Context: an optimization exercise on an open-source flow, tuned for small area. The choices shown serve that exercise and are no tape-out recipe. Where RTL was checked, it was by simulation tests only, not by an equivalence proof against the original. No functional check of the RTL was part of run 2. Power figures rest on the tool's default switching activity, not on a simulated workload.

==> design/flow/design.v <==
package max7219_pkg;
   localparam logic [7:0] MAX_HALF_PERIOD = 8'd4;
   localparam logic [7:0] LOAD_DURATION   = 8'd4;
   localparam int RAM_ADDR_W = 8;
   localparam logic [7:0] REG_DIGIT0       = 8'd1;
   localparam logic [7:0] REG_DECODE_MODE  = 8'd9;
   localparam logic [7:0] REG_INTENSITY    = 8'd10;
   localparam logic [7:0] REG_SCAN_LIMIT   = 8'd11;
   localparam logic [7:0] REG_SHUTDOWN     = 8'd12;
   localparam logic [7:0] REG_DISPLAY_TEST = 8'd15;
   localparam logic [7:0] NB_DIGITS = 8'd8;
   typedef struct packed {
      logic [7:0] addr;
      logic [7:0] data;
   } frame_t;
   typedef struct packed {
      logic   valid;
      frame_t frame;
   } frame_req_t;
   typedef struct packed {
      logic       display_test;
      logic [7:0] decode_mode;
      logic [7:0] intensity;
      logic [7:0] scan_limit;
      logic [7:0] shutdown;
   } display_cfg_t;
   typedef struct packed {
      logic [RAM_ADDR_W-1:0] start_ptr;
      logic [RAM_ADDR_W-1:0] last_ptr;
      logic                  loop;
   } static_cfg_t;
   typedef struct packed {
      logic [RAM_ADDR_W-1:0] ram_start_ptr;
      logic [7:0]            msg_length;
      logic [31:0]           tempo_cnt;
   } scroll_cfg_t;
   typedef struct packed {
      logic                  we;
      logic [RAM_ADDR_W-1:0] addr;
      frame_t                data;
   } static_wr_t;
   typedef struct packed {
      logic                  we;
      logic [RAM_ADDR_W-1:0] addr;
      logic [7:0]            data;
   } scroll_wr_t;
endpackage
`timescale 1ns/10ps
module tog_row #(
   parameter int W = 16
) (
   input  logic         clk,
   input  logic         i_wr,
   input  logic         i_nwr,
   input  logic [W-1:0] i_col,
   output logic [W-1:0] o_q
);
   always_ff @(posedge clk) begin
      o_q <= ~((o_q | {W{i_wr}}) & (i_col | {W{i_nwr}}));
   end
endmodule
`timescale 1ns/10ps
module tog_sel3 #(
   parameter int W = 16
) (
   input  logic [W-1:0] i_q0,
   input  logic [W-1:0] i_q1,
   input  logic [W-1:0] i_q2,
   input  logic         i_s0,
   input  logic         i_s1,
   input  logic         i_s2,
   output logic [W-1:0] o_n
);
   assign o_n = ~((i_q0 & {W{i_s0}}) | (i_q1 & {W{i_s1}}) | (i_q2 & {W{i_s2}}));
endmodule
`timescale 1ns/10ps
module tog_ram #(
   parameter int W = 16
) (
   input  logic         clk,
   input  logic         i_we,
   input  logic [7:0]   i_waddr,
   input  logic [W-1:0] i_wdata,
   input  logic [7:0]   i_raddr,
   output logic [W-1:0] o_rdata
);
   localparam int NG = 86;
   logic [W-1:0] q [0:257];
   logic [W-1:0] gn [0:NG-1];
   logic [257:0] rsel;
   logic [15:0]  whi, wlo, rhi, rlo;
   logic         p;
   logic [W-1:0] col;
   logic [W-1:0] acc;
   assign col = i_wdata ^ {W{p}};
   always_ff @(posedge clk) begin
      p <= !p;
   end
   always_comb begin
      for (int i = 0; i < 16; i++) begin
         whi[i] = i_we && (i_waddr[7:4] == 4'(i));
         wlo[i] = (i_waddr[3:0] == 4'(i));
         rhi[i] = (i_raddr[7:4] == 4'(i));
         rlo[i] = (i_raddr[3:0] == 4'(i));
      end
   end
   for (genvar k = 0; k < 256; k++) begin : g_row
      logic wr;
      assign wr      = whi[k/16] && wlo[k%16];
      assign rsel[k] = rhi[k/16] && rlo[k%16];
      tog_row #(.W(W)) u_row (
         .clk   (clk),
         .i_wr  (wr),
         .i_nwr (!wr),
         .i_col (col),
         .o_q   (q[k])
      );
   end
   assign q[256]    = '0;
   assign q[257]    = '0;
   assign rsel[256] = 1'b0;
   assign rsel[257] = 1'b0;
   for (genvar g = 0; g < NG - 1; g++) begin : g_sel
      tog_sel3 #(.W(W)) u_sel (
         .i_q0 (q[3*g]),
         .i_q1 (q[3*g+1]),
         .i_q2 (q[3*g+2]),
         .i_s0 (rsel[3*g]),
         .i_s1 (rsel[3*g+1]),
         .i_s2 (rsel[3*g+2]),
         .o_n  (gn[g])
      );
   end
   assign gn[NG-1] = ~(q[255] & {W{rsel[255]}});
   always_comb begin
      acc = '1;
      for (int g = 0; g < NG; g++) begin
         acc = acc & gn[g];
      end
   end
   assign o_rdata = ~acc ^ {W{p}};
endmodule
`timescale 1ns/10ps
module static_player (
   input  logic                     clk,
   input  logic                     i_rst_n,
   input  logic                     i_start,
   input  max7219_pkg::static_cfg_t i_cfg,
   input  max7219_pkg::static_wr_t  i_wr,
   input  logic                     i_ready,
   output max7219_pkg::frame_req_t  o_req,
   output logic                     o_busy
);
   logic [15:0]           rd_word;
   logic [max7219_pkg::RAM_ADDR_W-1:0] ptr;
   logic [max7219_pkg::RAM_ADDR_W-1:0] start_q;
   logic [max7219_pkg::RAM_ADDR_W-1:0] last_q;
   logic                  fetch;
   logic                  req_valid;
   max7219_pkg::frame_t                req_frame;
   assign o_req.valid = req_valid;
   assign o_req.frame = req_frame;
   tog_ram #(.W(16)) u_ram (
      .clk     (clk),
      .i_we    (i_wr.we),
      .i_waddr (i_wr.addr),
      .i_wdata (i_wr.data),
      .i_raddr (ptr),
      .o_rdata (rd_word)
   );
   always_ff @(posedge clk) begin
      if (i_start) begin
         start_q <= i_cfg.start_ptr;
         last_q  <= i_cfg.last_ptr;
      end
      if (fetch) begin
         req_frame <= rd_word;
      end
   end
   always_ff @(posedge clk) begin
      if (!i_rst_n) begin
         o_busy    <= 1'b0;
         fetch     <= 1'b0;
         req_valid <= 1'b0;
         ptr       <= '0;
      end else begin
         if (i_start) begin
            o_busy <= 1'b1;
            fetch  <= 1'b1;
            ptr    <= i_cfg.start_ptr;
         end else if (fetch) begin
            fetch     <= 1'b0;
            req_valid <= 1'b1;
         end else if (req_valid && i_ready) begin
            req_valid <= 1'b0;
            if (ptr == last_q) begin
               if (i_cfg.loop) begin
                  ptr   <= start_q;
                  fetch <= 1'b1;
               end else begin
                  o_busy <= 1'b0;
               end
            end else begin
               ptr   <= ptr + 1'b1;
               fetch <= 1'b1;
            end
         end
      end
   end
endmodule
`timescale 1ns/10ps
module scroller (
   input  logic                     clk,
   input  logic                     i_rst_n,
   input  logic                     i_start,
   input  max7219_pkg::scroll_cfg_t i_cfg,
   input  max7219_pkg::scroll_wr_t  i_wr,
   input  logic                     i_ready,
   output max7219_pkg::frame_req_t  o_req,
   output logic                     o_busy
);
   logic [7:0]            rd_col;
   logic [max7219_pkg::RAM_ADDR_W-1:0] ram_start_q;
   logic [max7219_pkg::RAM_ADDR_W-1:0] rd_addr;
   logic [7:0]            len_q;
   logic [31:0]           tempo_q;
   logic [31:0]           wait_cnt;
   logic [7:0]            offset;
   logic [7:0]            idx;
   logic [7:0]            idx_next;
   logic [7:0]            digit;
   logic                  fetch;
   logic                  waiting;
   logic                  req_valid;
   max7219_pkg::frame_t                req_frame;
   assign o_req.valid = req_valid;
   assign o_req.frame = req_frame;
   assign idx_next = (idx == len_q - 8'd1) ? 8'd0 : idx + 8'd1;
   assign rd_addr  = ram_start_q + idx;
   tog_ram #(.W(8)) u_ram (
      .clk     (clk),
      .i_we    (i_wr.we),
      .i_waddr (i_wr.addr),
      .i_wdata (i_wr.data),
      .i_raddr (rd_addr),
      .o_rdata (rd_col)
   );
   always_ff @(posedge clk) begin
      if (i_start) begin
         ram_start_q <= i_cfg.ram_start_ptr;
         len_q       <= i_cfg.msg_length;
         tempo_q     <= i_cfg.tempo_cnt;
      end
      if (fetch) begin
         req_frame.addr <= max7219_pkg::REG_DIGIT0 + digit;
         req_frame.data <= rd_col;
      end
   end
   always_ff @(posedge clk) begin
      if (!i_rst_n) begin
         o_busy    <= 1'b0;
         fetch     <= 1'b0;
         waiting   <= 1'b0;
         req_valid <= 1'b0;
         offset    <= '0;
         idx       <= '0;
         digit     <= '0;
         wait_cnt  <= '0;
      end else begin
         if (i_start) begin
            o_busy <= 1'b1;
            fetch  <= 1'b1;
            offset <= '0;
            idx    <= '0;
            digit  <= '0;
         end else if (fetch) begin
            fetch     <= 1'b0;
            req_valid <= 1'b1;
         end else if (req_valid && i_ready) begin
            req_valid <= 1'b0;
            if (digit == max7219_pkg::NB_DIGITS - 8'd1) begin
               digit <= '0;
               if (offset == len_q - 8'd1) begin
                  o_busy <= 1'b0;
               end else begin
                  waiting  <= 1'b1;
                  wait_cnt <= 32'd1;
               end
            end else begin
               digit <= digit + 8'd1;
               idx   <= idx_next;
               fetch <= 1'b1;
            end
         end else if (waiting) begin
            if (wait_cnt >= tempo_q) begin
               waiting <= 1'b0;
               offset  <= offset + 8'd1;
               idx     <= offset + 8'd1;
               fetch   <= 1'b1;
            end else begin
               wait_cnt <= wait_cnt + 32'd1;
            end
         end
      end
   end
endmodule
`timescale 1ns/10ps
module frame_arbiter (
   input  logic                      clk,
   input  logic                      i_rst_n,
   input  logic                      i_static_dyn,
   input  logic                      i_new_display,
   input  logic                      i_new_config_val,
   input  max7219_pkg::display_cfg_t i_display_cfg,
   input  max7219_pkg::frame_req_t   i_static_req,
   input  max7219_pkg::frame_req_t   i_scroll_req,
   input  logic                      i_static_busy,
   input  logic                      i_scroll_busy,
   input  logic                      i_ser_ready,
   input  logic                      i_frame_done,
   output logic                      o_start_static,
   output logic                      o_start_scroll,
   output logic                      o_static_ready,
   output logic                      o_scroll_ready,
   output max7219_pkg::frame_req_t   o_ser_req,
   output logic                      o_config_done
);
   max7219_pkg::display_cfg_t cfg_q;
   max7219_pkg::frame_t       cfg_frame;
   logic [2:0]   cfg_idx;
   logic [2:0]   done_cnt;
   logic         cfg_run;
   logic         cfg_sel;
   logic         inflight_cfg;
   logic         mode_q;
   logic         start_ok;
   assign cfg_sel  = cfg_run && (cfg_idx < 3'd5);
   assign start_ok = !i_static_busy && !i_scroll_busy && !o_start_static && !o_start_scroll;
   always_comb begin
      case (cfg_idx)
         3'd0: begin
            cfg_frame.addr = max7219_pkg::REG_DISPLAY_TEST;
            cfg_frame.data = {7'd0, cfg_q.display_test};
         end
         3'd1: begin
            cfg_frame.addr = max7219_pkg::REG_DECODE_MODE;
            cfg_frame.data = cfg_q.decode_mode;
         end
         3'd2: begin
            cfg_frame.addr = max7219_pkg::REG_INTENSITY;
            cfg_frame.data = cfg_q.intensity;
         end
         3'd3: begin
            cfg_frame.addr = max7219_pkg::REG_SCAN_LIMIT;
            cfg_frame.data = cfg_q.scan_limit;
         end
         default: begin
            cfg_frame.addr = max7219_pkg::REG_SHUTDOWN;
            cfg_frame.data = cfg_q.shutdown;
         end
      endcase
   end
   always_comb begin
      if (cfg_sel) begin
         o_ser_req.valid = 1'b1;
         o_ser_req.frame = cfg_frame;
      end else if (mode_q) begin
         o_ser_req = i_scroll_req;
      end else begin
         o_ser_req = i_static_req;
      end
   end
   assign o_static_ready = i_ser_ready && !cfg_sel && !mode_q;
   assign o_scroll_ready = i_ser_ready && !cfg_sel && mode_q;
   always_ff @(posedge clk) begin
      if (i_new_config_val) begin
         cfg_q <= i_display_cfg;
      end
   end
   always_ff @(posedge clk) begin
      if (!i_rst_n) begin
         o_start_static <= 1'b0;
         o_start_scroll <= 1'b0;
         o_config_done  <= 1'b0;
         mode_q         <= 1'b0;
         cfg_run        <= 1'b0;
         cfg_idx        <= '0;
         done_cnt       <= '0;
         inflight_cfg   <= 1'b0;
      end else begin
         o_start_static <= 1'b0;
         o_start_scroll <= 1'b0;
         o_config_done  <= 1'b0;
         if (i_new_display && start_ok) begin
            mode_q         <= i_static_dyn;
            o_start_static <= !i_static_dyn;
            o_start_scroll <= i_static_dyn;
         end
         if (i_new_config_val) begin
            cfg_run  <= 1'b1;
            cfg_idx  <= '0;
            done_cnt <= '0;
         end else begin
            if (cfg_sel && i_ser_ready) begin
               cfg_idx <= cfg_idx + 3'd1;
            end
            if (i_frame_done && inflight_cfg) begin
               done_cnt <= done_cnt + 3'd1;
               if (done_cnt == 3'd4) begin
                  cfg_run       <= 1'b0;
                  o_config_done <= 1'b1;
               end
            end
         end
         if (o_ser_req.valid && i_ser_ready) begin
            inflight_cfg <= cfg_sel;
         end
      end
   end
endmodule
`timescale 1ns/10ps
module max7219_serializer (
   input  logic                    clk,
   input  logic                    i_rst_n,
   input  max7219_pkg::frame_req_t i_req,
   output logic                    o_ready,
   output logic                    o_frame_done,
   output logic                    o_max7219_clk,
   output logic                    o_max7219_data,
   output logic                    o_max7219_load
);
   logic [15:0] shift_reg;
   logic [7:0]  half_cnt;
   logic [7:0]  load_cnt;
   logic [3:0]  bit_cnt;
   logic        shifting;
   logic        loading;
   assign o_ready        = !shifting && !loading;
   assign o_max7219_data = shift_reg[15];
   always_ff @(posedge clk) begin
      if (!i_rst_n) begin
         shift_reg      <= '0;
         half_cnt       <= '0;
         load_cnt       <= '0;
         bit_cnt        <= '0;
         shifting       <= 1'b0;
         loading        <= 1'b0;
         o_frame_done   <= 1'b0;
         o_max7219_clk  <= 1'b0;
         o_max7219_load <= 1'b0;
      end else begin
         o_frame_done <= 1'b0;
         if (i_req.valid && o_ready) begin
            shift_reg <= i_req.frame;
            shifting  <= 1'b1;
            half_cnt  <= '0;
            bit_cnt   <= '0;
         end else if (shifting) begin
            if (half_cnt == max7219_pkg::MAX_HALF_PERIOD - 8'd1) begin
               half_cnt      <= '0;
               o_max7219_clk <= !o_max7219_clk;
               if (o_max7219_clk) begin
                  if (bit_cnt == 4'd15) begin
                     shifting       <= 1'b0;
                     loading        <= 1'b1;
                     o_max7219_load <= 1'b1;
                     load_cnt       <= '0;
                  end else begin
                     bit_cnt   <= bit_cnt + 4'd1;
                     shift_reg <= {shift_reg[14:0], 1'b0};
                  end
               end
            end else begin
               half_cnt <= half_cnt + 8'd1;
            end
         end else if (loading) begin
            if (load_cnt == max7219_pkg::LOAD_DURATION - 8'd1) begin
               loading        <= 1'b0;
               o_max7219_load <= 1'b0;
               o_frame_done   <= 1'b1;
            end else begin
               load_cnt <= load_cnt + 8'd1;
            end
         end
      end
   end
endmodule
`timescale 1ns/10ps
module max7219_display_ctrl (
   input  logic        clk,
   input  logic        i_rst_n,
   input  logic        i_static_dyn,
   input  logic        i_new_display,
   input  logic        i_new_config_val,
   input  logic [32:0] i_display_cfg,
   input  logic [16:0] i_static_cfg,
   input  logic [47:0] i_scroll_cfg,
   input  logic [24:0] i_static_wr,
   input  logic [16:0] i_scroll_wr,
   output logic        o_config_done,
   output logic        o_static_busy,
   output logic        o_scroller_busy,
   output logic        o_max7219_clk,
   output logic        o_max7219_data,
   output logic        o_max7219_load
);
   max7219_pkg::frame_req_t static_req;
   max7219_pkg::frame_req_t scroll_req;
   max7219_pkg::frame_req_t ser_req;
   logic       static_ready;
   logic       scroll_ready;
   logic       start_static;
   logic       start_scroll;
   logic       ser_ready;
   logic       frame_done;
   static_player u_static_player (
      .clk     (clk),
      .i_rst_n (i_rst_n),
      .i_start (start_static),
      .i_cfg   (i_static_cfg),
      .i_wr    (i_static_wr),
      .i_ready (static_ready),
      .o_req   (static_req),
      .o_busy  (o_static_busy)
   );
   scroller u_scroller (
      .clk     (clk),
      .i_rst_n (i_rst_n),
      .i_start (start_scroll),
      .i_cfg   (i_scroll_cfg),
      .i_wr    (i_scroll_wr),
      .i_ready (scroll_ready),
      .o_req   (scroll_req),
      .o_busy  (o_scroller_busy)
   );
   frame_arbiter u_frame_arbiter (
      .clk              (clk),
      .i_rst_n          (i_rst_n),
      .i_static_dyn     (i_static_dyn),
      .i_new_display    (i_new_display),
      .i_new_config_val (i_new_config_val),
      .i_display_cfg    (i_display_cfg),
      .i_static_req     (static_req),
      .i_scroll_req     (scroll_req),
      .i_static_busy    (o_static_busy),
      .i_scroll_busy    (o_scroller_busy),
      .i_ser_ready      (ser_ready),
      .i_frame_done     (frame_done),
      .o_start_static   (start_static),
      .o_start_scroll   (start_scroll),
      .o_static_ready   (static_ready),
      .o_scroll_ready   (scroll_ready),
      .o_ser_req        (ser_req),
      .o_config_done    (o_config_done)
   );
   max7219_serializer u_serializer (
      .clk            (clk),
      .i_rst_n        (i_rst_n),
      .i_req          (ser_req),
      .o_ready        (ser_ready),
      .o_frame_done   (frame_done),
      .o_max7219_clk  (o_max7219_clk),
      .o_max7219_data (o_max7219_data),
      .o_max7219_load (o_max7219_load)
   );
endmodule
==> design/flow/flow/run.sh <==
#!/bin/bash
# Standard synthesis, then every combinational cell that synthesis
# upsized is put back to its smallest drive strength (the layout's
# own repair steps size up what timing, slew or load need), then the
# standard layout from floorplan to finish.
set -euo pipefail
RES=orfs/results/${FLOW_PLATFORM}/max7219_display_ctrl/base
bash standard.sh synth > synth.log 2>&1
openroad -no_init -exit -threads ${NUM_CORES:-4} flow/downsize.tcl > downsize.log 2>&1
bash standard.sh > layout.log 2>&1
==> design/flow/flow/downsize.tcl <==
# Swap each combinational standard cell of 1_synth.odb for the smallest
# variant of the same cell (same function and pins). Registers keep
# their cell.
set res "orfs/results/$::env(FLOW_PLATFORM)/max7219_display_ctrl/base"
read_db $res/1_synth.odb
set db [ord::get_db]
set block [[$db getChip] getBlock]

set dont_use {}
foreach lib [$db getLibs] {
   foreach m [$lib getMasters] {
      set n [$m getName]
      if {[regexp {^(sky130_fd_sc_hd__[a-z0-9]+)_([0-9]+)$} $n -> base drv]} {
         if {[regexp {lpflow|probe|clkbuf|clkinv|clkdly|dlygate|dlymetal|^sky130_fd_sc_hd__(df|dl|sdf|edf|sedf|sdl)} $n]} {
            continue
         }
         set a [expr {[$m getWidth] * [$m getHeight]}]
         if {![info exists best($base)] || $a < $besta($base)} {
            set best($base) $m
            set besta($base) $a
         }
      }
   }
}

set swapped 0
set area_before 0
set area_after 0
foreach inst [$block getInsts] {
   set m [$inst getMaster]
   set n [$m getName]
   set a [expr {[$m getWidth] * [$m getHeight]}]
   set area_before [expr {$area_before + $a}]
   if {[regexp {^(sky130_fd_sc_hd__[a-z0-9]+)_([0-9]+)$} $n -> base drv]} {
      if {[info exists best($base)] && $best($base) ne $m} {
         if {[$inst swapMaster $best($base)]} {
            incr swapped
            set a [expr {[$best($base) getWidth] * [$best($base) getHeight]}]
         }
      }
   }
   set area_after [expr {$area_after + $a}]
}
puts "swapped $swapped cells; area [expr {$area_before / 1e6}] -> [expr {$area_after / 1e6}] um2"
write_db $res/1_synth.odb
==> design/flow/standard.sh <==
#!/bin/bash
# synth_recipe.tcl (not shown) runs the flow's synth.tcl, then flattens the netlist and writes it again
# the make line also repeats each setting of config.mk as NAME=value (left out here)
make -C /OpenROAD-flow-scripts/flow DESIGN_CONFIG=/design/flow/config.mk WORK_HOME=/design/flow/orfs CLKGATE_MAP_FILE= SYNTH_SCRIPT=/design/flow/synth_recipe.tcl "${@:-finish}"
==> design/flow/config.mk <==
export PLATFORM = sky130hd
export DESIGN_NAME = max7219_display_ctrl
export DESIGN_NICKNAME = max7219_display_ctrl
export VERILOG_FILES = /design/flow/design.v
export SDC_FILE = /design/flow/constraint.sdc
export NUM_CORES = 4
export LEC_CHECK = 0
export CAP_MARGIN = 20
export CORE_MARGIN = 2
export CORE_UTILIZATION = 40
export SLEW_MARGIN = 20
export SYNTH_HIERARCHICAL = 1
==> design/flow/constraint.sdc <==
create_clock -name core_clock -period 5.5 [get_ports {clk}]
set_input_delay 1.1000 -clock core_clock [delete_from_list [all_inputs] [get_ports {clk}]]
set_output_delay 1.1000 -clock core_clock [all_outputs]
set_load 0.01 [all_outputs]
==> summary.txt, run 1 <==
Timing
  – Worst Skew: 0.119 ns
  – Relative slew slack: 0.177
  – TNS Setup: -0.0156 ns
  – RSZ-0062 raised after global routing: false
  – Hold Fails Final Rpt: 0
  – Final Max Tran Viols: 0
  – Setup Viol. Count Final: 1
  – Final worst-path setup slack: -0.0156 ns
  – F_max: approximately 0.18 GHz
  – Final worst path period need: between 5 and 6 ns
  – Final Cycle Share: 1.00
  – Worst-Margin Slew: between 1 and 1.5 ns

Global routing
  – Gr usage total: 0.286
  – Vias in the first global route: about 170k
  – First-pass GRT wire length: 1190 mm
  – Congestion Overflow GR: 0
  – Largest net degree at the start of global routing: approximately 140
  – Initial antenna violation count: 35

Critical path
  – Type of destination of the critical path: flop
  – Worst Path Arrival: around 6.4 ns
  – Element type at the critical path start: flop
  – Data required time of the worst path: around 6.3 ns
  – FF-to-FF Start: u_static_player.ptr[3]$_SDFFE_PN0P_
  – CP Max Fanout: 16
  – Reg2Reg Depth: 13
  – FF-to-FF setup slack: -0.02 ns
  – Critical path class: flop to flop
  – R2R Path End: u_static_player.req_frame[11]$_DFFE_PP_

Clock network
  – Num CTS Buffers: roughly 650
  – Clk sinks: between 6000 and 7000
  – Clk root buf: clkbuf_16
  – Reg clk slew, reported paths: roughly 0.06 ns
  – CTS tree: yes
  – H-tree Lvls: 6
  – Clock Tree Buf Depth: 4
  – Clock Latency Late Sink: 1.13 ns

Layout
  – Share of layout cells above drive strength 1: 0.108
  – FILL cells: slightly below 50000
  – Largest Register: u_static_player.u_ram.g_row.u_row.o_q
  – Max reg flops: roughly 4100
  – Post-layout net count: 20002
  – Largest regs: u_static_player.u_ram.g_row.u_row.o_q (4096), u_scroller.u_ram.g_row.u_row.o_q (2048), u_frame_arbiter.cfg_q (33)
  – Area growth syn-to-layout: 15.9%
  – Area of the multi-input gates: ~75000 um^2
  – Register area: 129000 um^2

Hold path
  – Worst hold start: i_rst_n
  – HP Class: input port to flop
  – Hold Crit Depth: 3
  – Worst hold path endpoint: u_serializer.shift_reg[4]$_SDFFE_PN0P_

Routing
  – Remaining DRCs: 0
  – WL/cell: between 30 and 40 um
  – TritonRoute pass-1 iters: 17
  – Vias: 187991
  – DRT antenna net count: 0
  – DR iter-0 viols: around 35000
  – Vias per cell: ~6.9
  – Final WL: between 800 and 900 mm

Status
  – Layout violations: negative setup slack
  – Status: complete, but fails checks

Placed design
  – Post-place setup slack: -0.666 ns
  – IO Port Bufs: 150
  – DP HPWL: 523 mm
  – Gpl congestion: approximately 0.95

Pwr
  – Pleak: 0.0921 uW
  – Pwr/cell area: 411 nW/um^2
  – Worst vdd ir: 393 uV

Logic synthesis
  – Yosys warns: 22
  – Mapped Cells: ~20000
  – Mean area per synthesized cell: between 10 and 15 um^2
  – Synthesized area: 214000 um^2
  – Mapped Nets: 20360

Job
  – Max-Cap Viols: 0

Floorplanning
  – Site Rows: between 200 and 300
  – Core area: roughly 530000 um^2
  – Die Wd: roughly 730 um
  – I/O Pins: 151
  – Die Ht: roughly 730 um
  – Starting density of the core: 0.401
  – Die area: roughly 540000 um^2
-- area by class of cell --
cell class / count / area share
tap: 7020 / 0.0354
sequential: 6399 / 0.522
inverter: 586 / 0.00888
multi-input combinational: 11020 / 0.303
clock inverter: 230 / 0.0136
antenna: 31 / 0.000313
clock buffer: 931 / 0.0756
timing repair buffer: 1148 / 0.0411
-- worst max path at each step --
stage	start	to
finish	u_static_player.ptr[3]$_SDFFE_PN0P_	u_static_player.req_frame[11]$_DFFE_PP_
global route	u_scroller.idx[0]$_SDFFE_PP0P_	u_scroller.req_frame[5]$_DFFE_PP_
CTS	u_scroller.ram_start_q[1]$_DFFE_PP_	u_scroller.req_frame[4]$_DFFE_PP_
detailed placement	u_scroller.idx[0]$_SDFFE_PP0P_	u_scroller.req_frame[4]$_DFFE_PP_
global placement	u_scroller.idx[0]$_SDFFE_PP0P_	u_scroller.req_frame[4]$_DFFE_PP_
floorplan	u_static_player.u_ram.p$_DFF_P_	u_static_player.u_ram.g_row[0].u_row.o_q[10]$_DFF_P_
-- cells in the final DEF, fill, tap and decap left out, drive strengths merged, types with 5 or more instances in the layout --
master and n:
a211oi 13, a21boi 5, a21oi 82, a222oi 2047, a311oi 27, a31oi 40
and2 6, and3 13, and4 9, buf 999, bufinv 49, clkbuf 931
clkdlybuf4s50 149, clkinv 140, clkinvlp 18, dfxtp 6270, diode 31, edfxtp 129
ha 55, inv 609, mux2i 30, nand2 699, nand2b 19, nand3 103
nand4 535, nor2 677, nor2b 30, nor3 51, nor4 128, o211ai 8
o21a 5, o21ai 86, o22ai 6148, o31ai 5, or2 6, or3 16
or4 5, xnor2 63, xor2 56
-- where the power goes --
| part | internal, uW | switching [uW] | leakage (uW) | total (uW) |
|---|---|---|---|---|
| Clock | 26200 | 19300 | 0.0108 | 45500 |
| Combinational | 1970 | 2680 | 0.0236 | 4650 |
| Sequential | 49700 | 1900 | 0.0577 | 51600 |
-- through the flow --
step	hold WS, ns	area, um^2	power (uW)	util	std cells
after CTS	0.355	247000	102000	0.465	27331
after detailed placement	0.436	225000	57000	0.423	26170
after global routing	0.403	248000	105000	0.465	27345
after floorplan	0.421	214000	54800	-	20159
final	0.425	248000	102000	0.465	27365
after global placement	0.428	225000	56900	0.423	26164
-- what timing repair did --
item | in CTS | in global routing
setup buffers | 0 | 2
resized for setup | 17 | 33
pin swaps | 6 | 28
endpoints found under the hold margin | 0 | 0
gates cloned | 0 | 0
setup endpoints to repair | 8 | 10
hold buffers | 0 | 0
-- routing by layer --
metal | vias to the layer above | GRT usage | part of all wire
met5 | - | 0 | 0.00014
met1 | 92786 | 0.381 | 0.40
met3 | 2159 | 0.0550 | 0.10
li1 | 81563 | - | -
met2 | 11467 | 0.431 | 0.44
met4 | 16 | 0.168 | 0.065
-- worst max-delay path, cell delays in order (launching register included) --
cell	delay, ns
dfxtp_1	0.68
nor2_1	0.26
nand2_2	0.60
buf_4	0.31
nor2_2	0.18
a222oi_1	1.09
nand4_1	0.20
nor4_1	0.45
buf_4	0.20
nand4_1	0.43
buf_4	0.33
a311oi_1	0.25
buf_4	0.17
xnor2_1	0.05
==> inputs of run 2 (changes only) <==
--- a/design/flow/design.v
+++ b/design/flow/design.v
@@ -48,97 +48,2 @@
 `timescale 1ns/10ps
-module tog_row #(
-   parameter int W = 16
-) (
-   input  logic         clk,
-   input  logic         i_wr,
-   input  logic         i_nwr,
-   input  logic [W-1:0] i_col,
-   output logic [W-1:0] o_q
-);
-   always_ff @(posedge clk) begin
-      o_q <= ~((o_q | {W{i_wr}}) & (i_col | {W{i_nwr}}));
-   end
-endmodule
-`timescale 1ns/10ps
-module tog_sel3 #(
-   parameter int W = 16
-) (
-   input  logic [W-1:0] i_q0,
-   input  logic [W-1:0] i_q1,
-   input  logic [W-1:0] i_q2,
-   input  logic         i_s0,
-   input  logic         i_s1,
-   input  logic         i_s2,
-   output logic [W-1:0] o_n
-);
-   assign o_n = ~((i_q0 & {W{i_s0}}) | (i_q1 & {W{i_s1}}) | (i_q2 & {W{i_s2}}));
-endmodule
-`timescale 1ns/10ps
-module tog_ram #(
-   parameter int W = 16
-) (
-   input  logic         clk,
-   input  logic         i_we,
-   input  logic [7:0]   i_waddr,
-   input  logic [W-1:0] i_wdata,
-   input  logic [7:0]   i_raddr,
-   output logic [W-1:0] o_rdata
-);
-   localparam int NG = 86;
-   logic [W-1:0] q [0:257];
-   logic [W-1:0] gn [0:NG-1];
-   logic [257:0] rsel;
-   logic [15:0]  whi, wlo, rhi, rlo;
-   logic         p;
-   logic [W-1:0] col;
-   logic [W-1:0] acc;
-   assign col = i_wdata ^ {W{p}};
-   always_ff @(posedge clk) begin
-      p <= !p;
-   end
-   always_comb begin
-      for (int i = 0; i < 16; i++) begin
-         whi[i] = i_we && (i_waddr[7:4] == 4'(i));
-         wlo[i] = (i_waddr[3:0] == 4'(i));
-         rhi[i] = (i_raddr[7:4] == 4'(i));
-         rlo[i] = (i_raddr[3:0] == 4'(i));
-      end
-   end
-   for (genvar k = 0; k < 256; k++) begin : g_row
-      logic wr;
-      assign wr      = whi[k/16] && wlo[k%16];
-      assign rsel[k] = rhi[k/16] && rlo[k%16];
-      tog_row #(.W(W)) u_row (
-         .clk   (clk),
-         .i_wr  (wr),
-         .i_nwr (!wr),
-         .i_col (col),
-         .o_q   (q[k])
-      );
-   end
-   assign q[256]    = '0;
-   assign q[257]    = '0;
-   assign rsel[256] = 1'b0;
-   assign rsel[257] = 1'b0;
-   for (genvar g = 0; g < NG - 1; g++) begin : g_sel
-      tog_sel3 #(.W(W)) u_sel (
-         .i_q0 (q[3*g]),
-         .i_q1 (q[3*g+1]),
-         .i_q2 (q[3*g+2]),
-         .i_s0 (rsel[3*g]),
-         .i_s1 (rsel[3*g+1]),
-         .i_s2 (rsel[3*g+2]),
-         .o_n  (gn[g])
-      );
-   end
-   assign gn[NG-1] = ~(q[255] & {W{rsel[255]}});
-   always_comb begin
-      acc = '1;
-      for (int g = 0; g < NG; g++) begin
-         acc = acc & gn[g];
-      end
-   end
-   assign o_rdata = ~acc ^ {W{p}};
-endmodule
-`timescale 1ns/10ps
 module static_player (
@@ -153,3 +58,3 @@
 );
-   logic [15:0]           rd_word;
+   logic [15:0]           word_ram [0:(1<<max7219_pkg::RAM_ADDR_W)-1];
    logic [max7219_pkg::RAM_ADDR_W-1:0] ptr;
@@ -162,10 +67,7 @@
    assign o_req.frame = req_frame;
-   tog_ram #(.W(16)) u_ram (
-      .clk     (clk),
-      .i_we    (i_wr.we),
-      .i_waddr (i_wr.addr),
-      .i_wdata (i_wr.data),
-      .i_raddr (ptr),
-      .o_rdata (rd_word)
-   );
+   always_ff @(posedge clk) begin
+      if (i_wr.we) begin
+         word_ram[i_wr.addr] <= i_wr.data;
+      end
+   end
    always_ff @(posedge clk) begin
@@ -176,3 +78,3 @@
       if (fetch) begin
-         req_frame <= rd_word;
+         req_frame <= word_ram[ptr];
       end
@@ -221,3 +123,3 @@
 );
-   logic [7:0]            rd_col;
+   logic [7:0]            col_ram [0:(1<<max7219_pkg::RAM_ADDR_W)-1];
    logic [max7219_pkg::RAM_ADDR_W-1:0] ram_start_q;
@@ -239,10 +141,7 @@
    assign rd_addr  = ram_start_q + idx;
-   tog_ram #(.W(8)) u_ram (
-      .clk     (clk),
-      .i_we    (i_wr.we),
-      .i_waddr (i_wr.addr),
-      .i_wdata (i_wr.data),
-      .i_raddr (rd_addr),
-      .o_rdata (rd_col)
-   );
+   always_ff @(posedge clk) begin
+      if (i_wr.we) begin
+         col_ram[i_wr.addr] <= i_wr.data;
+      end
+   end
    always_ff @(posedge clk) begin
@@ -255,3 +154,3 @@
          req_frame.addr <= max7219_pkg::REG_DIGIT0 + digit;
-         req_frame.data <= rd_col;
+         req_frame.data <= col_ram[rd_addr];
       end
==> design/flow/run.sh (new file) <==
#!/bin/bash
# synth_recipe.tcl (not shown) runs the flow's synth.tcl, then flattens the netlist and writes it again
# the make line also repeats each setting of config.mk as NAME=value (left out here)
make -C /OpenROAD-flow-scripts/flow DESIGN_CONFIG=/design/flow/config.mk WORK_HOME=/design/flow/orfs CLKGATE_MAP_FILE= SYNTH_SCRIPT=/design/flow/synth_recipe.tcl finish
--- a/design/flow/config.mk
+++ b/design/flow/config.mk
@@ -11,2 +11 @@
 export SLEW_MARGIN = 20
-export SYNTH_HIERARCHICAL = 1
removed: design/flow/flow/run.sh
removed: design/flow/flow/downsize.tcl
removed: design/flow/standard.sh
==> run 2 against run 1 <==
Critical endpoint is now u_scroller.req_frame[6]$_DFFE_PP_; highest routed layer unchanged; synthesized area rose by 16%; first-iteration DRC count decreased by 55%; now clean on timing, DRC and antenna; routed wire length is 23% lower; die area up 16%; sequential cell count down 2; critical path type unchanged; sequential power increased by 4.3%; clock skew is 0.017 ns higher; clock-buffer cell count shrank 139.
==> summary.txt, run 2 <==
Critical path
  – CP Max Fanout: 57 (was 16)
  – Data required time of the worst path: 6.32 ns (was 6.34 ns)
  – Type of destination of the critical path: flop (unchanged)
  – Element type at the critical path start: flop (unchanged)
  – Critical path class: flop to flop (unchanged)
  – Reg2Reg Depth: 12 (was 13)
  – Worst Path Arrival: 5.62 ns (was 6.35 ns)

Timing
  – Final Cycle Share: 0.874 (was 1.00)
  – Hold Fails Final Rpt: 0 (unchanged)
  – F_max: 0.208 GHz (was 0.181 GHz)
  – Final Max Tran Viols: 0 (unchanged)
  – Worst Skew: 0.136 ns (was 0.119 ns)
  – Relative slew slack: 0.218 (was 0.177)
  – TNS Setup: 0 ns (was -0.0156 ns)
  – Final worst path period need: 4.81 ns (was 5.52 ns)
  – Final worst-path setup slack: 0.693 ns (was -0.0156 ns)
  – Worst-Margin Slew: 1.17 ns (was 1.23 ns)
  – RSZ-0062 raised after global routing: false (unchanged)
  – Setup Viol. Count Final: 0 (was 1)

Clock network
  – CTS tree: yes (unchanged)
  – Postcts setup bufs: 0 (unchanged)
  – Cts repair resizes: 0 (was 17)
  – Num CTS Buffers: 650 (was 646)
  – Reg clk slew, reported paths: 0.06 ns (about the same)
  – Hold buffers post-CTS: 0 (unchanged)
  – Clk root buf: clkbuf_16 (unchanged)
  – Clock Latency Late Sink: 1.12 ns (was 1.13 ns)
  – Clock Tree Buf Depth: 4 (unchanged)
  – H-tree Lvls: 6 (unchanged)
  – Clk sinks: 6397 (was 6399)

Pwr
  – Worst vdd ir: 341 uV (was 393 uV)
  – Total power: 102000 uW (about the same)
  – Pwr/cell area: 358 nW/um^2 (was 411 nW/um^2)
  – Pleak: 0.0864 uW (was 0.0921 uW)

Floorplanning
  – I/O Pins: 151 (unchanged)
  – Site Rows: 289 (was 268)
  – Starting density of the core: 0.401 (about the same)
  – Die Ht: 792 um (was 735 um)
  – Core area: 619000 um^2 (was 532000 um^2)
  – Die Wd: 792 um (was 735 um)
  – Die area: 627000 um^2 (was 540000 um^2)

Routing
  – Vias per cell: 5.76 (was 6.87)
  – Max Used Layer: met5 (unchanged)
  – Final WL: 633 mm (was 825 mm)
  – Met2 wire length: 302 mm (was 361 mm)
  – WL/cell: 30.3 um (was 30.2 um)
  – Vias: 120329 (was 187991)
  – Met1 wire length: 263 mm (was 326 mm)
  – TritonRoute pass-1 iters: 6 (was 17)
  – DRT antenna net count: 0 (unchanged)
  – DR iter-0 viols: 15801 (was 35398)
  – Wire length on met3: 53.4 mm (was 84.3 mm)
  – Remaining DRCs: 0 (unchanged)

Layout
  – FILL cells: 50737 (was 48714)
  – Post-layout net count: 12252 (was 20002)
  – Cell area after layout: 284000 um^2 (was 248000 um^2)
  – Largest regs: u_static_player.word_ram (4096), u_scroller.col_ram (2048), u_frame_arbiter.cfg_q (33) (was u_static_player.u_ram.g_row.u_row.o_q (4096), u_scroller.u_ram.g_row.u_row.o_q (2048), u_frame_arbiter.cfg_q (33))
  – Share of layout cells above drive strength 1: 0.286 (was 0.108)
  – Max reg flops: 4096 (unchanged)
  – Area growth syn-to-layout: 14.5% (was 15.9%)
  – Most common cell after layout, fill and taps aside: edfxtp_1 (was dfxtp_1)
  – Most frequent cells in the layout: edfxtp_1, mux4_2, clkbuf_16 (was dfxtp_1, o22ai_1, a222oi_1)
  – Largest Register: u_static_player.word_ram (was u_static_player.u_ram.g_row.u_row.o_q)

Logic synthesis
  – Mapped Cells: 11246 (was 20159)
  – Synthesized area: 248000 um^2 (was 214000 um^2)
  – Yosys warns: 4 (was 22)
  – Count leader, synth: edfxtp_1
  – Biggest area consumer among synthesized cells: edfxtp_1
  – FFs w/ async S/R, synth: 0
  – Mean area per synthesized cell: 22.1 um^2 (was 10.6 um^2)
  – Post-synthesis sequential area ratio: 0.769
  – Synth top area share: 0.759
  – Mapped Nets: 11447 (was 20360)
  – Top_reg_cell synth: edfxtp_1
  – Number of flops mapped to enable cells by yosys: roughly 6300
  – Number of synthesized register bits: between 6000 and 7000
  – Unique masters post-synth: slightly below 70
  – Synth cell count leaders: edfxtp_1, mux4_2, nor2_1
  – Largest cells by area after synthesis: edfxtp_1, mux4_2, nor2_1, dfxtp_1, mux2i_1

Placed design
  – Post-place setup slack: 0.795 ns (was -0.666 ns)
  – DP HPWL: 382 mm (was 523 mm)
  – IO Port Bufs: 150 (unchanged)
  – DP Area: 264000 um^2 (was 225000 um^2)
  – Gpl congestion: 0.836 (was 0.951)

Global routing
  – Gr usage total: 0.197 (was 0.286)
  – Vias in the first global route: 121582 (was 173100)
  – Initial antenna violation count: 36 (was 35)
  – Congestion Overflow GR: 0 (unchanged)
  – Largest net degree at the start of global routing: 157 (was 142)
  – First-pass GRT wire length: 900 mm (was 1190 mm)

Hold path
  – HP Class: flop to flop (was input port to flop)
  – Hold Crit Depth: 2 (was 3)

Job
  – Max-Cap Viols: 0 (unchanged)

Status
  – Status: timing/DRC/antenna clean (was complete, but fails checks)
==> run 2: worst paths after layout <==
path | slack (ns) | start | to
max | 0.69 | u_scroller.idx[0]$_SDFFE_PP0P_ | u_scroller.req_frame[6]$_DFFE_PP_
min | 0.46 | u_serializer.shift_reg[0]$_SDFFE_PN0P_ | u_serializer.shift_reg[0]$_SDFFE_PN0P_
max reg2reg | 0.69 | u_scroller.idx[0]$_SDFFE_PP0P_ | u_scroller.req_frame[6]$_DFFE_PP_
min reg2reg | 0.46 | u_serializer.shift_reg[0]$_SDFFE_PN0P_ | u_serializer.shift_reg[0]$_SDFFE_PN0P_
==> run 2: area by class of cell <==
type / count / area, um^2 / share of cell area
Clock buffer: 792 / 16800 / 0.0592
Antenna cell: 8 / 20.0 / 0.0000704
Inverter: 55 / 206 / 0.000726
Multi-Input combinational cell: 4169 / 54900 / 0.193
Sequential cell: 6397 / 191000 / 0.671
Tap cell: 8293 / 10400 / 0.0365
Clock inverter: 390 / 3720 / 0.0131
Timing Repair Buffer: 778 / 7340 / 0.0258
==> run 2: worst max-delay path, stage by stage, from the launching register on <==
cell,delay [ns]
dfxtp_1,0.40
ha_4,0.21
fa_4,1.01
buf_12,0.40
buf_12,0.32
buf_4,0.33
mux4_2,0.24
nand2_1,0.07
a21oi_1,0.16
nor2_1,0.07
a221oi_1,0.45
nand4_1,0.31
a311oi_1,0.37
==> run 2: per-stage QoR <==
| step | instances | util | hold WS (ns) |
|---|---|---|---|
| after CTS | 20871 | 0.459 | 0.396 |
| after global routing | 20877 | 0.459 | 0.424 |
| after detailed placement | 19689 | 0.426 | 0.451 |
| after floorplan | 11246 | - | 0.432 |
| after global placement | 19688 | 0.426 | 0.440 |
| final | 20882 | 0.459 | 0.460 |
==> run 2: cell families after synthesis <==
logic type      after synthesis  synth area share
xor+xnor                     79           0.00323
compound gates              558            0.0145
buf+inv                     680            0.0123
mux                        2023             0.173
flops                      6397             0.769
fa+ha+maj                    56           0.00285
simple gates               1453            0.0251
==> run 2: where the power goes <==
group	internal, uW	switching [uW]
Sequential	53700	132
Combinational	1920	3170
Clock	24000	18800
==> run 2: layer usage <==
| layer | vias to the layer above | GRT usage |
|---|---|---|
| met5 | - | 0 |
| met4 | 16 | 0.0458 |
| met3 | 831 | 0.0365 |
| met2 | 5234 | 0.315 |
| met1 | 65294 | 0.284 |
| li1 | 48954 | - |

==> static timing again, ports no longer ideal <==
Ports are ideal in the flow. The routed layouts listed here were re-timed in OpenROAD.
Step 1: set_driving_cell puts a clkbuf_16 on clk and a buf_2 on each other input, an assumption about the parent block.
Step 2 moves the port delays by t, midway between the first and last clock arrival at a register: inputs arrive t later, outputs are due t later. That takes back most of the time a late clock gives input paths.
Slacks: ideal / step 1 / step 2; pairs: ideal / step 1.
run | shift t [ns] | setup WS [ns] | worst register clock-pin slew, ns | worst slew at a driven data input, ns | pins driven straight from the clock port
run 1 | 1.212 | -0.016 / -0.016 / -0.016 | 0.07 / 0.07 | 0.16 | 1
run 2 | 1.179 | 0.693 / 0.693 / 0.693 | 0.08 / 0.08 | 0.12 | 1
